From an optimization exercise on the open Yosys and OpenROAD flow, aimed at small area and few clock cycles per item; shortcuts taken in it are not production practice.
In this exercise RTL edits were held to simulation tests only and were not proved equivalent to the original.
Power is estimated from default activity; no workload was simulated.

== lane 4 ==
==> module double_ended_queue, before the edit <==
module double_ended_queue
#(
   parameter int DEPTH = 16
) (
   input  wire                          clock,
   input  wire                          reset,
   input  wire                          start,
   output logic                         busy,
   input  wire  [FUNC_W-1:0]            req_func,
   input  wire  [WORD_W-1:0]            req_value,
   output logic                         rsp_valid,
   output logic [STATUS_W-1:0]          rsp_status,
   output logic [WORD_W-1:0]            rsp_front_value,
   output logic [WORD_W-1:0]            rsp_back_value,
   output logic [$clog2(DEPTH+1)-1:0]   rsp_count,
   output logic                         rsp_is_empty
);
   localparam int RING  = DEPTH - 2;           
   localparam int IDX_W = $clog2(RING);
   localparam int CNT_W = $clog2(DEPTH + 1);
   function automatic logic [IDX_W-1:0] ring_step(input logic [IDX_W-1:0] i,
                                                  input logic up);
      if (up) ring_step = (i == IDX_W'(RING - 1)) ? '0 : IDX_W'(i + 1'b1);
      else    ring_step = (i == '0) ? IDX_W'(RING - 1) : IDX_W'(i - 1'b1);
   endfunction
   logic [WORD_W-1:0]    front_ff, back_ff;
   logic [IDX_W-1:0]     rf_ff, rf_in;      
   logic [IDX_W-1:0]     rb_ff, rb_in;      
   logic [CNT_W-1:0]     count_ff, count_in;
   logic                 rev_ff, rev_in;    
   logic [WORD_W-1:0]    ring_mem [RING];
   logic                 wr_en;
   logic [IDX_W-1:0]     wr_addr;
   logic [WORD_W-1:0]    wr_data;
   logic                 rd_en;
   logic [IDX_W-1:0]     rd_addr;
   logic                 rsp_valid_ff;
   deq_pkg::status_type  status_ff, status_in;
   logic                 front_en, back_en;     
   logic                 front_oth, back_oth;   
   logic                 val_sel;               
   logic                 take;
   logic                 is_empty, is_one, is_two, is_full;
   logic                 act_front;    
   logic                 act_up;       
   logic [IDX_W-1:0]     act_ptr;      
   logic [IDX_W-1:0]     act_next;     
   assign busy = 1'b0;
   assign take = start & ~reset;
   assign is_empty = (count_ff == CNT_W'(0));
   assign is_one   = (count_ff == CNT_W'(1));
   assign is_two   = (count_ff == CNT_W'(2));
   assign is_full  = (count_ff == CNT_W'(DEPTH));
   assign act_front = req_func[0] ^ req_func[1];
   assign act_up    = ~(rev_ff ^ req_func[1] ^ act_front);
   assign act_ptr   = act_front ? rf_ff : rb_ff;
   assign act_next  = ring_step(act_ptr, act_up);
   always_comb begin
      rf_in     = rf_ff;
      rb_in     = rb_ff;
      count_in  = count_ff;
      rev_in    = rev_ff;
      status_in = STATUS_OK;
      front_en  = 1'b0;
      back_en   = 1'b0;
      front_oth = 1'b0;
      back_oth  = 1'b0;
      val_sel   = 1'b0;
      wr_en     = 1'b0;
      wr_addr   = act_next;
      rd_en     = 1'b0;
      rd_addr   = act_ptr;
      case (req_func)
         FUNC_PUSH_BACK, FUNC_PUSH_FRONT: begin
            if (is_full) begin
               status_in = STATUS_FULL;
            end else begin
               count_in = CNT_W'(count_ff + 1'b1);
               wr_en    = ~is_empty & ~is_one;
               val_sel  = 1'b1;
               if (req_func[0]) begin
                  front_en = 1'b1;
                  back_en  = is_empty;
                  if (wr_en) rf_in = act_next;
               end else begin
                  back_en  = 1'b1;
                  front_en = is_empty;
                  if (wr_en) rb_in = act_next;
               end
            end
         end
         FUNC_POP_FRONT, FUNC_POP_BACK: begin
            if (is_empty) begin
               status_in = STATUS_EMPTY;
            end else begin
               count_in = CNT_W'(count_ff - 1'b1);
               rd_en    = ~is_one & ~is_two;
               if (req_func[0]) begin
                  back_en  = 1'b1;
                  back_oth = is_two;
                  front_en = is_one;
                  if (rd_en) rb_in = act_next;
               end else begin
                  front_en  = 1'b1;
                  front_oth = is_two;
                  back_en   = is_one;
                  if (rd_en) rf_in = act_next;
               end
            end
         end
         FUNC_REVERSE: begin
            if (is_empty) begin
               status_in = STATUS_EMPTY;
            end else begin
               rev_in    = ~rev_ff;
               rf_in     = rb_ff;
               rb_in     = rf_ff;
               front_en  = 1'b1;
               back_en   = 1'b1;
               front_oth = 1'b1;
               back_oth  = 1'b1;
            end
         end
         default: begin
         end
      endcase
      if (!take) begin
         front_en = 1'b0;
         back_en  = 1'b0;
         wr_en    = 1'b0;
         rd_en    = 1'b0;
         val_sel  = 1'b0;
      end
      if (reset) begin
         front_en  = 1'b1;
         back_en   = 1'b1;
         front_oth = 1'b0;
         back_oth  = 1'b0;
      end
   end
   logic [RING:0]        bus_sel;
   logic [WORD_W-1:0]    front_d, back_d;
   always_comb begin
      for (int i = 0; i < RING; i++) bus_sel[i] = rd_en && rd_addr == IDX_W'(i);
      bus_sel[RING] = val_sel;
   end
   for (genvar b = 0; b < WORD_W; b++) begin : g_wr
      deq_ao22 u_wr (.a1(req_func[0]), .a2(front_ff[b]),
                     .b1(~req_func[0]), .b2(back_ff[b]), .y(wr_data[b]));
   end
   for (genvar b = 0; b < WORD_W; b++) begin : g_bit
      logic [RING:0] bus_in;
      for (genvar i = 0; i < RING; i++) begin : g_in
         assign bus_in[i] = ring_mem[i][b];
      end
      assign bus_in[RING] = req_value[b];
      deq_load_bit #(.N(RING + 1)) u_load (
         .sel(bus_sel), .d(bus_in),
         .front_oth(front_oth), .back_oth(back_oth),
         .front_q(front_ff[b]), .back_q(back_ff[b]),
         .front_d(front_d[b]), .back_d(back_d[b])
      );
   end
   always_ff @(posedge clock) begin
      if (reset) begin
         rf_ff        <= '0;
         rb_ff        <= IDX_W'(RING - 1);
         count_ff     <= '0;
         rev_ff       <= 1'b0;
         rsp_valid_ff <= 1'b0;
      end else begin
         rsp_valid_ff <= take;
         if (take) begin
            rf_ff    <= rf_in;
            rb_ff    <= rb_in;
            count_ff <= count_in;
            rev_ff   <= rev_in;
         end
      end
      if (take) status_ff <= status_in;
      if (front_en) front_ff <= front_d;
      if (back_en)  back_ff  <= back_d;
   end
   always_ff @(posedge clock) begin
      if (wr_en) ring_mem[wr_addr] <= wr_data;
   end
   assign rsp_valid       = rsp_valid_ff;
   assign rsp_status      = status_ff;
   assign rsp_front_value = front_ff;
   assign rsp_back_value  = back_ff;
   assign rsp_count       = count_ff;
   assign rsp_is_empty    = is_empty;
endmodule
export LEC_CHECK = 0
export CAP_MARGIN = 20
export CORE_MARGIN = 2
export CORE_UTILIZATION = 65
export SLEW_MARGIN = 20
export SYNTH_HIERARCHICAL = 1
export SYNTH_MINIMUM_KEEP_SIZE = 0
create_clock -name core_clock -period 5.0 [get_ports {clock}]
standard.sh (not shown) runs the stock make flow with config.mk's settings and CLKGATE_MAP_FILE= SYNTH_SCRIPT=/design/flow/synth_recipe.tcl, a recipe that flattens the netlist after the stock synthesis.
==> flow/flow/run.sh <==
#!/bin/bash
# Standard layout (standard.sh) with two changes: ports get the smallest
# buffer (buf_1), and the clock tree is built from clkbuf_8 buffers with
# clusters of up to 18 sinks and no dummy loads.
set -euo pipefail
export BUFFER_PORTS_ARGS="-buffer_cell sky130_fd_sc_hd__buf_1"
export CTS_ARGS="-sink_clustering_enable -repair_clock_nets -dont_use_dummy_load -buf_list sky130_fd_sc_hd__clkbuf_8 -sink_clustering_size 18 -sink_clustering_max_diameter 55"
bash standard.sh > standard.log 2>&1
Lane 4 did not stop at any stage, and its layout met the timing, DRC and antenna checks.
Testbench counts of lane 4, summed over its fixed seeds: cycles 24,000, items 24,000.
Input changes introduced in lane 5 (baseline for comparison: lane 4):
-- flow/design.v --
<<< lane 4, line 64
   logic                 take;
   logic                 is_empty, is_one, is_two, is_full;
   logic                 act_front;    
   logic                 act_up;       
   logic [IDX_W-1:0]     act_ptr;      
   logic [IDX_W-1:0]     act_next;     
   assign busy = 1'b0;
   assign take = start & ~reset;
>>> lane 5, line 64
   logic                 take;
   logic                 is_empty, is_one, is_two, is_full;
   logic [IDX_W-1:0]     f_out, f_inw, b_out, b_inw;
   assign busy = 1'b0;
   assign take = start & ~reset;
<<< lane 4, line 74
   assign is_two   = (count_ff == CNT_W'(2));
   assign is_full  = (count_ff == CNT_W'(DEPTH));
   assign act_front = req_func[0] ^ req_func[1];
   assign act_up    = ~(rev_ff ^ req_func[1] ^ act_front);
   assign act_ptr   = act_front ? rf_ff : rb_ff;
   assign act_next  = ring_step(act_ptr, act_up);
   always_comb begin
      rf_in     = rf_ff;
>>> lane 5, line 71
   assign is_two   = (count_ff == CNT_W'(2));
   assign is_full  = (count_ff == CNT_W'(DEPTH));
   assign f_out    = ring_step(rf_ff,  rev_ff);
   assign f_inw    = ring_step(rf_ff, ~rev_ff);
   assign b_out    = ring_step(rb_ff, ~rev_ff);
   assign b_inw    = ring_step(rb_ff,  rev_ff);
   always_comb begin
      rf_in     = rf_ff;
<<< lane 4, line 90
      val_sel   = 1'b0;
      wr_en     = 1'b0;
      wr_addr   = act_next;
      rd_en     = 1'b0;
      rd_addr   = act_ptr;
      case (req_func)
         FUNC_PUSH_BACK, FUNC_PUSH_FRONT: begin
>>> lane 5, line 87
      val_sel   = 1'b0;
      wr_en     = 1'b0;
      wr_addr   = req_func[0] ? f_out : b_out;
      rd_en     = 1'b0;
      rd_addr   = req_func[0] ? rb_ff : rf_ff;
      case (req_func)
         FUNC_PUSH_BACK, FUNC_PUSH_FRONT: begin
<<< lane 4, line 104
                  front_en = 1'b1;
                  back_en  = is_empty;
                  if (wr_en) rf_in = act_next;
               end else begin
                  back_en  = 1'b1;
                  front_en = is_empty;
                  if (wr_en) rb_in = act_next;
               end
            end
>>> lane 5, line 101
                  front_en = 1'b1;
                  back_en  = is_empty;
                  if (wr_en) rf_in = f_out;
               end else begin
                  back_en  = 1'b1;
                  front_en = is_empty;
                  if (wr_en) rb_in = b_out;
               end
            end
<<< lane 4, line 122
                  back_oth = is_two;
                  front_en = is_one;
                  if (rd_en) rb_in = act_next;
               end else begin
                  front_en  = 1'b1;
                  front_oth = is_two;
                  back_en   = is_one;
                  if (rd_en) rf_in = act_next;
               end
            end
>>> lane 5, line 119
                  back_oth = is_two;
                  front_en = is_one;
                  if (rd_en) rb_in = b_inw;
               end else begin
                  front_en  = 1'b1;
                  front_oth = is_two;
                  back_en   = is_one;
                  if (rd_en) rf_in = f_inw;
               end
            end
==> comparison <==
Lower routed wire length was reported by lane 4, not lane 5.
Looking at compound-cell area share of the yosys netlist, lane 5 sits 0.58 points higher than lane 4 does.
Beginning of the critical path = count_ff[0]: lane 5; beginning of the critical path = count_ff[1]: lane 4
Diff lane 4 -> lane 5: path length in cells of the critical path now sits higher; power share of the combinational group now larger.
Taking lane 4 as the reference, in lane 5 switching share of power went up by 0.59 points; internal power went up by 1.5%.
The cell area after layout on lane 5 is in line with that on lane 4.
A cell with the biggest individual delay on the critical path of sky130_fd_sc_hd__nor2_4 is what lane 4 shows, while sky130_fd_sc_hd__buf_4 belongs to lane 5.
Reported for lane 4 and lane 5, maximum level of the CTS H-tree turned out identical to the last digit.
Lane 4 and lane 5 ended up with nearly the same xor and xnor fraction of the mapped netlist area.
From lane 4 to lane 5 the numbers moved as follows: area after synthesis picked up an extra about 0.7%; worst slack on hold paths rose 0.035 ns.
Testbench counts of lane 5, summed over its fixed seeds: cycles 24,000, items 24,000.

## re-timing with driven ports
In the flow no input, the clock included, has a driving cell. The finished layouts below were timed again as built, in two steps.
Step 1 assumes that a clkbuf_16 drives the clock port and a buf_2 every other input.
Step 2 also shifts input and output timing later by t, the mid clock arrival at the registers, as if the neighbouring blocks saw the same clock.
Three values: ideal, step 1, step 2; two values: the first two.
| run | t, ns | slack for setup (ns) | hold slack, ns | clock arrival spread, ns |
|---|---|---|---|---|
| lane 4 | 0.709 | 0.422 / 0.422 / -0.228 | 0.550 / 0.550 / 0.550 | 0.090 / 0.089 |
| lane 5 | 0.713 | 0.886 / 0.886 / 0.653 | 0.585 / 0.585 / 0.585 | 0.097 / 0.097 |
With both steps, setup timing fails in lane 4, where it was met with ideal ports. The setup slack of lane 4, which loses most, moves by 0.000 ns with the drivers and by -0.650 ns with both steps.
